Context: an optimization exercise on an open-source flow, tuned for small area, a short achievable clock period and few clock cycles. The choices shown serve that exercise and are no tape-out recipe. RTL that was checked went through simulation tests only; none was proved equivalent to the original. Power is estimated from default activity; no workload was simulated.

Setup of v4:
==> flow/design.v (excerpt) <==
module cache_top (
  input  logic        Clock,
  input  logic        reset,
  input  logic        psel,
  input  logic        penable,
  input  logic        pwrite,
  input  logic [7:0]  paddr,
  input  logic [31:0] pwdata,
  output logic [31:0] prdata,
  output logic        pready,
  output logic        pslverr
);
Size in the first run: about 1800 flip-flops, ~79 I/O pins, roughly 73000 sq um of cells after synthesis.
export LEC_CHECK = 0
export CAP_MARGIN = 20
export CORE_MARGIN = 2
export CORE_UTILIZATION = 45
export SETUP_SLACK_MARGIN = 4.5
export SLEW_MARGIN = 20
create_clock -name core_clock -period 9.0 [get_ports {Clock}]
run.sh (not shown) runs the stock make flow with config.mk's settings and CLKGATE_MAP_FILE= SYNTH_SCRIPT=/design/flow/synth_recipe.tcl, a recipe that flattens the netlist after the stock synthesis.
v4: no failed stages, no open violations at the end
Testbench counts of v4, summed over its fixed seeds: cycles 17,704.
Relative to v4, the following input files were edited for v46:
# v4
export LEC_CHECK = 0
export CAP_MARGIN = 20
export CORE_MARGIN = 2
export CORE_UTILIZATION = 45
export SETUP_SLACK_MARGIN = 4.5
export SLEW_MARGIN = 20
create_clock -name core_clock -period 9.0 [get_ports {Clock}]
# v46
export LEC_CHECK = 0
export CAP_MARGIN = 20
export CORE_MARGIN = 2
export CORE_UTILIZATION = 60
export SETUP_SLACK_MARGIN = 4.4
export SLEW_MARGIN = 20
create_clock -name core_clock -period 9.0 [get_ports {Clock}]
==> flow/flow/run.sh (new file) <==
#!/bin/bash
# Standard layout, with two changes: the clock tree is built from larger sink
# clusters without dummy loads, and the slow 4:1 mux and 3x2-input AOI cells
# are added to the platform's don't-use list (synthesis otherwise puts them on
# the bus read-data path). make's output goes to flow_make.log; each step's
# own log is under orfs/logs.
set -euo pipefail
export CTS_ARGS="-sink_clustering_enable -repair_clock_nets -sink_clustering_size 30 -sink_clustering_max_diameter 80 -dont_use_dummy_load"
PLATFORM_DONT_USE=$(make -s -C "$FLOW_HOME" DESIGN_CONFIG="$PWD/config.mk" WORK_HOME="$PWD/orfs" print-DONT_USE_CELLS | sed -n 's/^DONT_USE_CELLS: //p')
EXTRA="sky130_fd_sc_hd__mux4_1 sky130_fd_sc_hd__mux4_2 sky130_fd_sc_hd__mux4_4 sky130_fd_sc_hd__a222oi_1"
echo "DONT_USE_CELLS: $PLATFORM_DONT_USE $EXTRA" > dont_use.log
bash standard.sh "DONT_USE_CELLS=$PLATFORM_DONT_USE $EXTRA" finish > flow_make.log 2>&1
==> flow/standard.sh (new file) <==
#!/bin/bash
# synth_recipe.tcl (not shown) runs the flow's synth.tcl, then flattens the netlist and writes it again
# the make line also repeats each setting of config.mk as NAME=value (left out here)
make -C /OpenROAD-flow-scripts/flow DESIGN_CONFIG=/design/flow/config.mk WORK_HOME=/design/flow/orfs CLKGATE_MAP_FILE= SYNTH_SCRIPT=/design/flow/synth_recipe.tcl "${@:-finish}"
removed: flow/run.sh
v46: delay of the slowest cell on the worst path 0.22 ns above v4
sky130_fd_sc_hd__mux4_2 as the master of the slowest instance on the critical path was reported by v4, and sky130_fd_sc_hd__nor2b_4 by v46.
When v46 is set beside v4, its area fraction in compound gates after synthesis turns out to be 0.34 points larger.
When v46 is set beside v4, its reported clock group power turns out to be about 46% smaller.
v46: post-layout minimum cycle time 0.0054 ns above v4
v46 and v4 ended up with roughly the same number of input and output port buffers inserted.
[compare] base=v4 new=v46: post-layout total power went down by 20%; maximum clock path buffer count closely matched the old numbers; number of tapcells decreased by about 25% relative to the old numbers.
In v46 the met2 routing resource usage after global routing turned out 14 points higher than in v4.
--- input diff v46..v27 ---
# v46
export LEC_CHECK = 0
export CAP_MARGIN = 20
export CORE_MARGIN = 2
export CORE_UTILIZATION = 60
export SETUP_SLACK_MARGIN = 4.4
export SLEW_MARGIN = 20
create_clock -name core_clock -period 9.0 [get_ports {Clock}]
# v27
export LEC_CHECK = 0
export CAP_MARGIN = 20
export CORE_MARGIN = 2
export CORE_UTILIZATION = 45
export CTS_CLUSTER_DIAMETER = 60
export CTS_CLUSTER_SIZE = 25
export SETUP_SLACK_MARGIN = 4.5
export SLEW_MARGIN = 20
create_clock -name core_clock -period 9.0 [get_ports {Clock}]
==> flow/run.sh (new file) <==
#!/bin/bash
# synth_recipe.tcl (not shown) runs the flow's synth.tcl, then flattens the netlist and writes it again
# the make line also repeats each setting of config.mk as NAME=value (left out here)
make -C /OpenROAD-flow-scripts/flow DESIGN_CONFIG=/design/flow/config.mk WORK_HOME=/design/flow/orfs CLKGATE_MAP_FILE= SYNTH_SCRIPT=/design/flow/synth_recipe.tcl finish
removed: flow/flow/run.sh
removed: flow/standard.sh
### Flow results
Cmp v46 and v27 / core footprint / lower: v46. Looking at slowest library cell on the worst path, the sky130_fd_sc_hd__mux4_2 result is from v27; the sky130_fd_sc_hd__nor2b_4 one comes from v46. In v27, the non-clock buffer total of the final layout came out 8.2% above the value in v46. Sequential share of layout area came out lower on v27 than on v46. Going from v46 to v27, antenna diode count now sits lower, sum of internal, switching and leakage power now sits higher, count of vias placed by the detailed router now sits higher. No stage failed in v27, and the final checks on the layout all came back clean.
Edits applied to the flow inputs when going from v27 to v51:
# v27
export LEC_CHECK = 0
export CAP_MARGIN = 20
export CORE_MARGIN = 2
export CORE_UTILIZATION = 45
export CTS_CLUSTER_DIAMETER = 60
export CTS_CLUSTER_SIZE = 25
export SETUP_SLACK_MARGIN = 4.5
export SLEW_MARGIN = 20
create_clock -name core_clock -period 9.0 [get_ports {Clock}]
# v51
export LEC_CHECK = 0
export CAP_MARGIN = 20
export CORE_MARGIN = 2
export CORE_UTILIZATION = 45
export SETUP_SLACK_MARGIN = 4.4
export SLEW_MARGIN = 20
export TNS_END_PERCENT = 5
create_clock -name core_clock -period 9.0 [get_ports {Clock}]
==> flow/flow/run.sh (new file) <==
#!/bin/bash
# Standard layout, with two changes: the clock tree is built from larger sink
# clusters without dummy loads, and the slow 4:1 mux and 3x2-input AOI cells
# are added to the platform's don't-use list (synthesis otherwise puts them on
# the bus read-data path). make's output goes to flow_make.log; each step's
# own log is under orfs/logs.
set -euo pipefail
export CTS_ARGS="-sink_clustering_enable -repair_clock_nets -sink_clustering_size 25 -sink_clustering_max_diameter 70 -dont_use_dummy_load"
PLATFORM_DONT_USE=$(make -s -C "$FLOW_HOME" DESIGN_CONFIG="$PWD/config.mk" WORK_HOME="$PWD/orfs" print-DONT_USE_CELLS | sed -n 's/^DONT_USE_CELLS: //p')
EXTRA="sky130_fd_sc_hd__mux4_1 sky130_fd_sc_hd__mux4_2 sky130_fd_sc_hd__mux4_4 sky130_fd_sc_hd__a222oi_1"
echo "DONT_USE_CELLS: $PLATFORM_DONT_USE $EXTRA" > dont_use.log
bash standard.sh "DONT_USE_CELLS=$PLATFORM_DONT_USE $EXTRA" finish > flow_make.log 2>&1
==> flow/standard.sh (new file) <==
#!/bin/bash
# synth_recipe.tcl (not shown) runs the flow's synth.tcl, then flattens the netlist and writes it again
# the make line also repeats each setting of config.mk as NAME=value (left out here)
make -C /OpenROAD-flow-scripts/flow DESIGN_CONFIG=/design/flow/config.mk WORK_HOME=/design/flow/orfs CLKGATE_MAP_FILE= SYNTH_SCRIPT=/design/flow/synth_recipe.tcl "${@:-finish}"
removed: flow/run.sh
## What came out
Compared with v27, non-clock buffer count in v51 increased slightly. Taking v27 as the reference, in v51 total power saw a decrease; depth of the critical timing path with buffers and inverters included saw an increase; fraction of synthesized area in multiplexers saw a decrease. From v51 to v27, count of input and output buffers did not move at all. Looking at capturing element of the worst setup path, the prdata[14] result is from v27; the lk_probe[0] one comes from v51.
What v47 does differently from v51 at the input level:
# v51
export LEC_CHECK = 0
export CAP_MARGIN = 20
export CORE_MARGIN = 2
export CORE_UTILIZATION = 45
export SETUP_SLACK_MARGIN = 4.4
export SLEW_MARGIN = 20
export TNS_END_PERCENT = 5
create_clock -name core_clock -period 9.0 [get_ports {Clock}]
# v47
export LEC_CHECK = 0
export CAP_MARGIN = 20
export CORE_MARGIN = 2
export CORE_UTILIZATION = 50
export SETUP_SLACK_MARGIN = 4.4
export SLEW_MARGIN = 20
export TNS_END_PERCENT = 5
create_clock -name core_clock -period 9.0 [get_ports {Clock}]
-- flow/flow/run.sh --
<<< v51, line 8
export CTS_ARGS="-sink_clustering_enable -repair_clock_nets -sink_clustering_size 25 -sink_clustering_max_diameter 70 -dont_use_dummy_load"
>>> v47, line 8
export CTS_ARGS="-sink_clustering_enable -repair_clock_nets -sink_clustering_size 30 -sink_clustering_max_diameter 80 -dont_use_dummy_load"
Findings:
Diff v51 -> v47 | number of core rows | down by a few percent
Between v51 and v47, die area decreased.
Looking at static leakage across both flows, v47 is the stronger of the two, with v51 trailing.
Comparing cell area for v47 and v51, the bigger number came from v51.
Changes observed in v47 relative to v51: overall power consumption decreased by 4.2% relative to the old numbers, reg-to-reg setup timing slack increased by 0.09 ns relative to the old numbers, via count decreased by 1886 relative to the old numbers, highest fanout seen on the critical path decreased by 4 relative to the old numbers.


Another version of the RTL of cache_top (not shown whole).
Size in the first run: about 5100 cells after synthesis, roughly 79 I/O pins.
Settings: LEC_CHECK=0, CAP_MARGIN=20, CORE_MARGIN=2, CORE_UTILIZATION=50, GPL_TIMING_DRIVEN=0, SETUP_SLACK_MARGIN=4.6, SLEW_MARGIN=20, TNS_END_PERCENT=5; clock period 9.0 ns.
standard.sh (not shown) runs the stock make flow with config.mk's settings and CLKGATE_MAP_FILE= SYNTH_SCRIPT=/design/flow/synth_recipe.tcl, a recipe that flattens the netlist after the stock synthesis.
==> flow/flow/run.sh <==
#!/bin/bash
# Standard layout, with two changes: the clock tree is built from larger sink
# clusters without dummy loads, and the slow 4:1 mux and 3x2-input AOI cells
# are added to the platform's don't-use list (synthesis otherwise puts them on
# the bus read-data path). make's output goes to flow_make.log; each step's
# own log is under orfs/logs.
set -euo pipefail
export CTS_ARGS="-sink_clustering_enable -repair_clock_nets -sink_clustering_size 30 -sink_clustering_max_diameter 80 -dont_use_dummy_load"
PLATFORM_DONT_USE=$(make -s -C "$FLOW_HOME" DESIGN_CONFIG="$PWD/config.mk" WORK_HOME="$PWD/orfs" print-DONT_USE_CELLS | sed -n 's/^DONT_USE_CELLS: //p')
EXTRA="sky130_fd_sc_hd__mux4_1 sky130_fd_sc_hd__mux4_2 sky130_fd_sc_hd__mux4_4 sky130_fd_sc_hd__a222oi_1"
echo "DONT_USE_CELLS: $PLATFORM_DONT_USE $EXTRA" > dont_use.log
bash standard.sh "DONT_USE_CELLS=$PLATFORM_DONT_USE $EXTRA" finish > flow_make.log 2>&1
The starting point ran to the end with no violations.
Testbench counts at the start, summed over its fixed seeds: cycles 17,704.
Change:
CAP_MARGIN = 10   (was 20)
GPL_TIMING_DRIVEN = not set   (was 0)
SLEW_MARGIN = 10   (was 20)
Result: Now the flow failed in 6_report; global-route usage went down by 9.6 points; via count fell by 7.7%; wire length came out lower by 19%; synthesized cell count is unchanged; area after synthesis is unchanged.
Change:
CAP_MARGIN = 20   (was 10)
SETUP_SLACK_MARGIN = 4.4   (was 4.6)
SLEW_MARGIN = 20   (was 10)
What happened:
- With this change the flow produced a clean layout
- global-route usage decreases by 0.55 points
- synthesized area is unchanged
- synthesized cell count is unchanged
- via count came out lower by 1.4%
- routed wire length came out lower by 1.4%
- first-iteration DRC count stays flat
Change:
SETUP_SLACK_MARGIN = 4.6   (was 4.4)
TNS_END_PERCENT = 2   (was 5)
=> Combinational power hardly moves; synthesized area stays the same; global-route usage climbs by 0.11 points; non-clock buffer count climbs by 60; routed wire length climbs slightly; power climbs slightly; sequential share of layout area drops by 0.72 points.
Change:
SETUP_SLACK_MARGIN = 4.8   (was 4.6)
TNS_END_PERCENT = 5   (was 2)
Result:
- register-to-register slack is about the same
- first-iteration DRC count is lower slightly
- routed wire length is higher slightly
- synthesized area stays the same
- non-clock buffer count is higher by 22
- setup slack hardly moves
- hold slack is better by 3.5 ps
- power is about the same
Change:
SETUP_SLACK_MARGIN = 4.6   (was 4.8)
Total power fell by 0.43%. Count of clock-buffer cells in the layout is unchanged. Worst hold slack stays flat. Wire length shrinks by about 1.8%. Sequential power barely changes.


cache_top with an RTL version that a note above also has.
Size: about 5200 cells after synthesis, roughly 79 I/O pins.
// cache_top
module cache_top (
  input  logic        Clock,
  input  logic        reset,
  input  logic        psel,
  input  logic        penable,
  input  logic        pwrite,
  input  logic [7:0]  paddr,
  input  logic [31:0] pwdata,
  output logic [31:0] prdata,
  output logic        pready,
  output logic        pslverr
);
  localparam int LINES = 16 * 4;
  logic       access;
  logic       a_addr, a_cmd, rd_ok, cmd_ok;
  logic       wr_addr, do_cmd;
  logic [3:0] c;
  assign access = psel && penable;
  assign c      = pwdata[3:0];
  assign a_addr = (paddr == 8'h00);
  assign a_cmd  = (paddr == 8'h04);
  assign cmd_ok = (c == cache_cmd_pkg::CMD_READ) || (c == cache_cmd_pkg::CMD_WRITE) ||
                  (c == cache_cmd_pkg::CMD_INVAL) || (c == cache_cmd_pkg::CMD_SNOOP_RFO) ||
                  (c == cache_cmd_pkg::CMD_CLEAR);
  assign rd_ok  = (paddr == 8'h00) || (paddr == 8'h08) || (paddr == 8'h10) ||
                  (paddr == 8'h14) || (paddr == 8'h18) || (paddr == 8'h1C) ||
                  (paddr == 8'h20);
  assign pready  = 1'b1;
  assign pslverr = pwrite ? !(a_addr || (a_cmd && cmd_ok)) : !rd_ok;
  ...
==> flow/config.mk <==
export PLATFORM = sky130hd
export DESIGN_NAME = cache_top
export DESIGN_NICKNAME = cache_top
export VERILOG_FILES = /design/flow/design.v
export SDC_FILE = /design/flow/constraint.sdc
export NUM_CORES = 4
export LEC_CHECK = 0
export CAP_MARGIN = 20
export CORE_MARGIN = 2
export CORE_UTILIZATION = 50
export SETUP_SLACK_MARGIN = 4.4
export SLEW_MARGIN = 20
==> flow/constraint.sdc <==
create_clock -name core_clock -period 9.0 [get_ports {Clock}]
set_input_delay 1.8000 -clock core_clock [delete_from_list [all_inputs] [get_ports {Clock}]]
set_output_delay 1.8000 -clock core_clock [all_outputs]
set_load 0.01 [all_outputs]
Scripts as last shown in full above: flow/flow/run.sh
Testbench counts at the start, summed over its fixed seeds: cycles 17,704.
==> next run, changes <==
--- a/flow/flow/run.sh
+++ b/flow/flow/run.sh
@@ -8 +8 @@
-export CTS_ARGS="-sink_clustering_enable -repair_clock_nets -sink_clustering_size 30 -sink_clustering_max_diameter 80 -dont_use_dummy_load"
+export CTS_ARGS="-sink_clustering_enable -repair_clock_nets -sink_clustering_size 22 -sink_clustering_max_diameter 60 -dont_use_dummy_load"
After rerunning: Wire length climbs by 0.44%; final area climbs by 1.4%; critical path depth climbs by 1; clock power goes up by 24%; area after synthesis is unchanged; power increases by 7.5%; setup slack is better by 0.0076 ns.
==> next run, changes <==
--- a/flow/flow/run.sh
+++ b/flow/flow/run.sh
@@ -8 +8 @@
-export CTS_ARGS="-sink_clustering_enable -repair_clock_nets -sink_clustering_size 22 -sink_clustering_max_diameter 60 -dont_use_dummy_load"
+export CTS_ARGS="-sink_clustering_enable -repair_clock_nets -sink_clustering_size 30 -sink_clustering_max_diameter 80 -dont_use_dummy_load"
--- a/flow/config.mk
+++ b/flow/config.mk
@@ -11 +11 @@
-export SETUP_SLACK_MARGIN = 4.4
+export SETUP_SLACK_MARGIN = 4.7
What happened:
- The changed run produced a clean layout
- core utilization climbs by 1.1 points
- power drops by 6.8%
- area after synthesis is unchanged
- sequential cell count is unchanged


The RTL this note starts from:
==> flow/design.v <==
package cache_cmd_pkg;
  localparam logic [3:0] CMD_READ      = 4'd0;
  localparam logic [3:0] CMD_WRITE     = 4'd1;
  localparam logic [3:0] CMD_INVAL     = 4'd3;   
  localparam logic [3:0] CMD_SNOOP_RFO = 4'd4;   
  localparam logic [3:0] CMD_CLEAR     = 4'd8;
  localparam int REQ_BITS = 4 + 32;
endpackage
package cache_line_pkg;
  localparam logic [1:0] MODIFIED  = 2'd0;
  localparam logic [1:0] EXCLUSIVE = 2'd1;
  localparam logic [1:0] SHARED    = 2'd2;
  localparam logic [1:0] INVALID   = 2'd3;
  localparam int EV_RD    = 4;
  localparam int EV_WR    = 3;
  localparam int EV_HIT   = 2;
  localparam int EV_MISS  = 1;
  localparam int EV_WBACK = 0;
endpackage
module cache_top (
  input  logic        Clock,
  input  logic        reset,
  input  logic        psel,
  input  logic        penable,
  input  logic        pwrite,
  input  logic [7:0]  paddr,
  input  logic [31:0] pwdata,
  output logic [31:0] prdata,
  output logic        pready,
  output logic        pslverr
);
  localparam int LINES = 16 * 4;
  logic       access;
  logic       a_addr, a_cmd, rd_ok, cmd_ok;
  logic       wr_addr, do_cmd;
  logic [3:0] c;
  assign access = psel && penable;
  assign c      = pwdata[3:0];
  assign a_addr = (paddr == 8'h00);
  assign a_cmd  = (paddr == 8'h04);
  assign cmd_ok = (c == cache_cmd_pkg::CMD_READ) || (c == cache_cmd_pkg::CMD_WRITE) ||
                  (c == cache_cmd_pkg::CMD_INVAL) || (c == cache_cmd_pkg::CMD_SNOOP_RFO) ||
                  (c == cache_cmd_pkg::CMD_CLEAR);
  assign rd_ok  = (paddr == 8'h00) || (paddr == 8'h08) || (paddr == 8'h10) ||
                  (paddr == 8'h14) || (paddr == 8'h18) || (paddr == 8'h1C) ||
                  (paddr == 8'h20);
  assign pready  = 1'b1;
  assign pslverr = pwrite ? !(a_addr || (a_cmd && cmd_ok)) : !rd_ok;
  assign wr_addr = access && pwrite && a_addr;
  assign do_cmd  = access && pwrite && a_cmd && cmd_ok;
  logic is_rdwr, is_wr, is_inv, is_clr;
  assign is_rdwr = !c[3] && !c[2] && !c[1];
  assign is_wr   = c[0];
  assign is_inv  = c[1];
  assign is_clr  = c[3];
  logic [LINES-1:0][(32 - ($clog2(16)) - ($clog2(64)))-1:0]  line_tag;
  logic [LINES-1:0][1:0]                  line_st;     
  logic [16-1:0][2:0][1:0]       set_lru;     
  logic [32-1:0]            addr_q;
  logic [4:0][16-1:0]        cnt;
  logic [3:0]      lk_match;    
  logic [3:0][1:0] lk_st;
  logic [2:0][1:0] lk_lru;
  logic [1:0]      lk_probe;    
  function automatic logic [3:0] fill_way(input logic [3:0][1:0] st, input logic [1:0] lru0);
    logic [3:0] inv;
    for (int w = 0; w < 4; w++)
      inv[w] = (st[w] == 2'b00);
    if (inv[0])      fill_way = 4'b0001;
    else if (inv[1]) fill_way = 4'b0010;
    else if (inv[2]) fill_way = 4'b0100;
    else if (inv[3]) fill_way = 4'b1000;
    else             fill_way = 4'b0001 << lru0;
  endfunction
  logic [3:0]       n_set;
  logic [21:0]      n_tag;
  logic [15:0]      n_sel;
  logic [3:0][21:0] n_tagw;
  logic [3:0][1:0]  n_st;
  logic [2:0][1:0]  n_lru;
  logic [3:0]       n_match;
  logic [3:0]       n_eq;
  logic [1:0]       n_probe;
  assign n_set = pwdata[9:6];
  assign n_tag = pwdata[31:10];
  always_comb
  begin
    for (int s = 0; s < 16; s++)
      n_sel[s] = (n_set == s[3:0]);
    n_tagw = '0;
    n_st   = '0;
    n_lru  = '0;
    for (int s = 0; s < 16; s++)
    begin
      for (int w = 0; w < 4; w++)
      begin
        n_tagw[w] = n_tagw[w] | ({22{n_sel[s]}} & line_tag[s*4 + w]);
        n_st[w]   = n_st[w]   | ({2{n_sel[s]}} & line_st[s*4 + w]);
      end
      n_lru = n_lru | ({6{n_sel[s]}} & set_lru[s]);
    end
    n_probe = 2'b00;
    for (int w = 0; w < 4; w++)
    begin
      n_eq[w]    = (n_tagw[w] == n_tag);
      n_match[w] = (n_st[w] != 2'b00) && n_eq[w];
      n_probe    = n_probe | ({2{n_eq[w]}} & n_st[w]);
    end
    n_probe = ~n_probe;   
  end
  logic       hit;
  logic [3:0] way_oh;
  logic [1:0] cur_st, new_st;    
  logic       update;
  logic [3:0] set_q;
  logic [1:0] s0, s1, s2, mru;
  logic [2:0][1:0] new_lru;
  logic [3:0][1:0] upd_st;
  assign set_q  = addr_q[9:6];
  assign hit    = |lk_match;
  assign way_oh = hit ? lk_match : fill_way(lk_st, s0);
  always_comb
  begin
    cur_st = 2'b00;
    for (int w = 0; w < 4; w++)
      if (way_oh[w])
        cur_st = cur_st | lk_st[w];
  end
  assign s0  = lk_lru[0] ^ 2'd0;
  assign s1  = lk_lru[1] ^ 2'd1;
  assign s2  = lk_lru[2] ^ 2'd2;
  assign mru = s0 ^ s1 ^ s2;
  always_comb
  begin
    if (!is_rdwr)
      new_st = 2'b00;
    else if (is_wr)
      new_st = 2'b11;
    else if (!hit)
      new_st = 2'b10;
    else if (cur_st == 2'b10)
      new_st = 2'b01;
    else
      new_st = cur_st;
  end
  assign update = is_rdwr || (!is_clr && hit);
  always_comb
  begin
    if (way_oh[s0])
      new_lru = {mru ^ 2'd2, s2 ^ 2'd1, s1 ^ 2'd0};
    else if (way_oh[s1])
      new_lru = {mru ^ 2'd2, s2 ^ 2'd1, s0 ^ 2'd0};
    else if (way_oh[s2])
      new_lru = {mru ^ 2'd2, s1 ^ 2'd1, s0 ^ 2'd0};
    else
      new_lru = lk_lru;
  end
  always_comb
  begin
    for (int w = 0; w < 4; w++)
      upd_st[w] = way_oh[w] ? new_st : lk_st[w];
  end
  logic [4:0] ev;   
  assign ev[0] = do_cmd && is_rdwr && !is_wr;
  assign ev[1] = do_cmd && is_rdwr && is_wr;
  assign ev[2] = do_cmd && is_rdwr && hit;
  assign ev[3] = do_cmd && is_rdwr && !hit;
  assign ev[4] = do_cmd && cur_st == 2'b11 && ((is_rdwr && !hit) || (is_inv && hit));
  always_ff @(posedge Clock or posedge reset)
  begin
    if (reset)
      cnt <= '0;
    else
      for (int i = 0; i < 5; i++)
        if (ev[i] && cnt[i] != '1)
          cnt[i] <= cnt[i] + 1'b1;
  end
  always_ff @(posedge Clock or posedge reset)
  begin
    if (reset)
      addr_q <= '0;
    else if (wr_addr)
      addr_q <= pwdata;
  end
  always_ff @(posedge Clock or posedge reset)
  begin
    if (reset)
    begin
      lk_match <= '0;
      lk_st    <= '0;
      lk_lru   <= '0;
      lk_probe <= cache_line_pkg::INVALID;
    end
    else if (wr_addr)
    begin
      lk_match <= n_match;
      lk_st    <= n_st;
      lk_lru   <= n_lru;
      lk_probe <= n_probe;
    end
    else if (do_cmd && is_clr)
    begin
      lk_match <= '0;
      lk_st    <= '0;
      lk_lru   <= '0;
      lk_probe <= cache_line_pkg::INVALID;
    end
    else if (do_cmd && update)
    begin
      lk_match <= is_rdwr ? way_oh : 4'b0;
      lk_st    <= upd_st;
      lk_lru   <= new_lru;
      lk_probe <= ~new_st;   
    end
  end
  for (genvar e = 0; e < LINES; e++)
  begin : g_line
    localparam int W = e % 4;
    localparam logic [3:0] S = e / 4;
    always_ff @(posedge Clock)
    begin
      if (do_cmd && is_rdwr && set_q == S && way_oh[W])
        line_tag[e] <= addr_q[31:10];
    end
    always_ff @(posedge Clock or posedge reset)
    begin
      if (reset)
        line_st[e] <= 2'b00;
      else if (do_cmd && is_clr)
        line_st[e] <= 2'b00;
      else if (do_cmd && update && set_q == S && way_oh[W])
        line_st[e] <= new_st;
    end
  end
  for (genvar s = 0; s < 16; s++)
  begin : g_set
    always_ff @(posedge Clock or posedge reset)
    begin
      if (reset)
        set_lru[s] <= '0;
      else if (do_cmd && is_clr)
        set_lru[s] <= '0;
      else if (do_cmd && update && set_q == s[3:0])
        set_lru[s] <= new_lru;
    end
  end
  logic r_addr, r_probe, r_cnt4;
  logic [3:0] r_cnt;
  assign r_cnt4   = paddr[5];
  assign r_addr   = !paddr[5] && !paddr[4] && !paddr[3];
  assign r_probe  = !paddr[4] && paddr[3];
  assign r_cnt[0] = paddr[4] && !paddr[3] && !paddr[2];
  assign r_cnt[1] = paddr[4] && !paddr[3] && paddr[2];
  assign r_cnt[2] = paddr[4] && paddr[3] && !paddr[2];
  assign r_cnt[3] = paddr[4] && paddr[3] && paddr[2];
  always_comb
  begin
    prdata = {32{r_addr}} & addr_q;
    prdata[1:0] = prdata[1:0] | ({2{r_probe}} & lk_probe);
    for (int i = 0; i < 4; i++)
      prdata[15:0] = prdata[15:0] | ({16{r_cnt[i]}} & cnt[i]);
    prdata[15:0] = prdata[15:0] | ({16{r_cnt4}} & cnt[4]);
  end
endmodule
clock: 9.0 ns
lec_check: 0
cap_margin: 20
core_margin: 2
core_utilization: 50
setup_slack_margin: 4.6
slew_margin: 20
tns_end_percent: 5
==> flow/flow/run.sh <==
#!/bin/bash
# Standard layout, with two changes: the clock tree is built from larger sink
# clusters without dummy loads, and the slow 4:1 mux and 3x2-input AOI cells
# are added to the platform's don't-use list (synthesis otherwise puts them on
# the bus read-data path). make's output goes to flow_make.log; each step's
# own log is under orfs/logs.
set -euo pipefail
export CTS_ARGS="-sink_clustering_enable -repair_clock_nets -sink_clustering_size 30 -sink_clustering_max_diameter 80 -dont_use_dummy_load"
PLATFORM_DONT_USE=$(make -s -C "$FLOW_HOME" DESIGN_CONFIG="$PWD/config.mk" WORK_HOME="$PWD/orfs" print-DONT_USE_CELLS | sed -n 's/^DONT_USE_CELLS: //p')
EXTRA="sky130_fd_sc_hd__mux4_1 sky130_fd_sc_hd__mux4_2 sky130_fd_sc_hd__mux4_4 sky130_fd_sc_hd__a222oi_1"
echo "DONT_USE_CELLS: $PLATFORM_DONT_USE $EXTRA" > dont_use.log
bash standard.sh "DONT_USE_CELLS=$PLATFORM_DONT_USE $EXTRA" finish > flow_make.log 2>&1
Then changed:
SETUP_SLACK_MARGIN = 4.4   (was 4.6)
Wire length went down by 1.6%.
Fmax hardly moves.
Combinational power went down by about 5%.
Final area went down by 1.4%.
No functional check of the RTL was part of any run of this note.

## afterwards: timing with drivers on the ports
How much do the figures lean on ideal ports? The routed layouts below were timed once more, with nothing changed but the port constraints. Step 1 assumes that a clkbuf_16 drives the clock port and a buf_2 every other input. Step 2 also shifts input and output timing later by t, the mid clock arrival at the registers, as if the neighbouring blocks saw the same clock. a / b / c = no drivers / after step 1 / after step 2; a / b = the first two.
run	t (ns)	setup slack, ns	worst setup path at the end	latest minus earliest clock arrival (ns)	worst data-port slew with drivers (ns)
v4	0.913	4.037 / 3.980 / 3.174	input to register	0.058 / 0.058	0.47
v46	0.803	4.032 / 3.887 / 3.084	input to register	0.083 / 0.083	0.38
v27	0.897	4.016 / 3.952 / 3.225	input to register	0.046 / 0.047	0.46
v51	0.843	3.967 / 3.726 / 2.883	input to register	0.128 / 0.128	0.44
v47	0.835	4.177 / 4.112 / 3.370	input to register	0.084 / 0.084	0.31
the first run of note 2	0.850	4.136 / 4.076 / 3.374	input to register	0.106 / 0.105	0.13
the third run of note 2	0.817	4.206 / 4.060 / 3.243	input to register	0.109 / 0.109	0.29
the fourth run of note 2	0.820	4.251 / 4.040 / 3.528	input to register	0.111 / 0.111	0.35
the fifth run of note 2	0.824	4.251 / 4.064 / 3.482	input to register	0.111 / 0.111	0.32
the sixth run of note 2	0.816	4.255 / 4.048 / 3.339	input to register	0.112 / 0.112	0.30
the first run of note 3	0.810	4.225 / 4.010 / 3.199	input to register	0.099 / 0.099	0.41
the second run of note 3	0.861	4.232 / 4.029 / 3.167	input to register	0.085 / 0.085	0.47
the third run of note 3	0.833	4.241 / 4.061 / 3.403	input to register	0.120 / 0.121	0.41
the first run of note 4	0.804	4.110 / 4.046 / 3.242	input to register	0.119 / 0.119	0.41
the second run of note 4	0.797	4.115 / 3.874 / 3.076	input to register	0.114 / 0.115	0.45
After both steps setup and hold are still met in every run listed. The setup slack of v51, which loses most, moves by -0.241 ns with the drivers and by -1.084 ns with both steps.
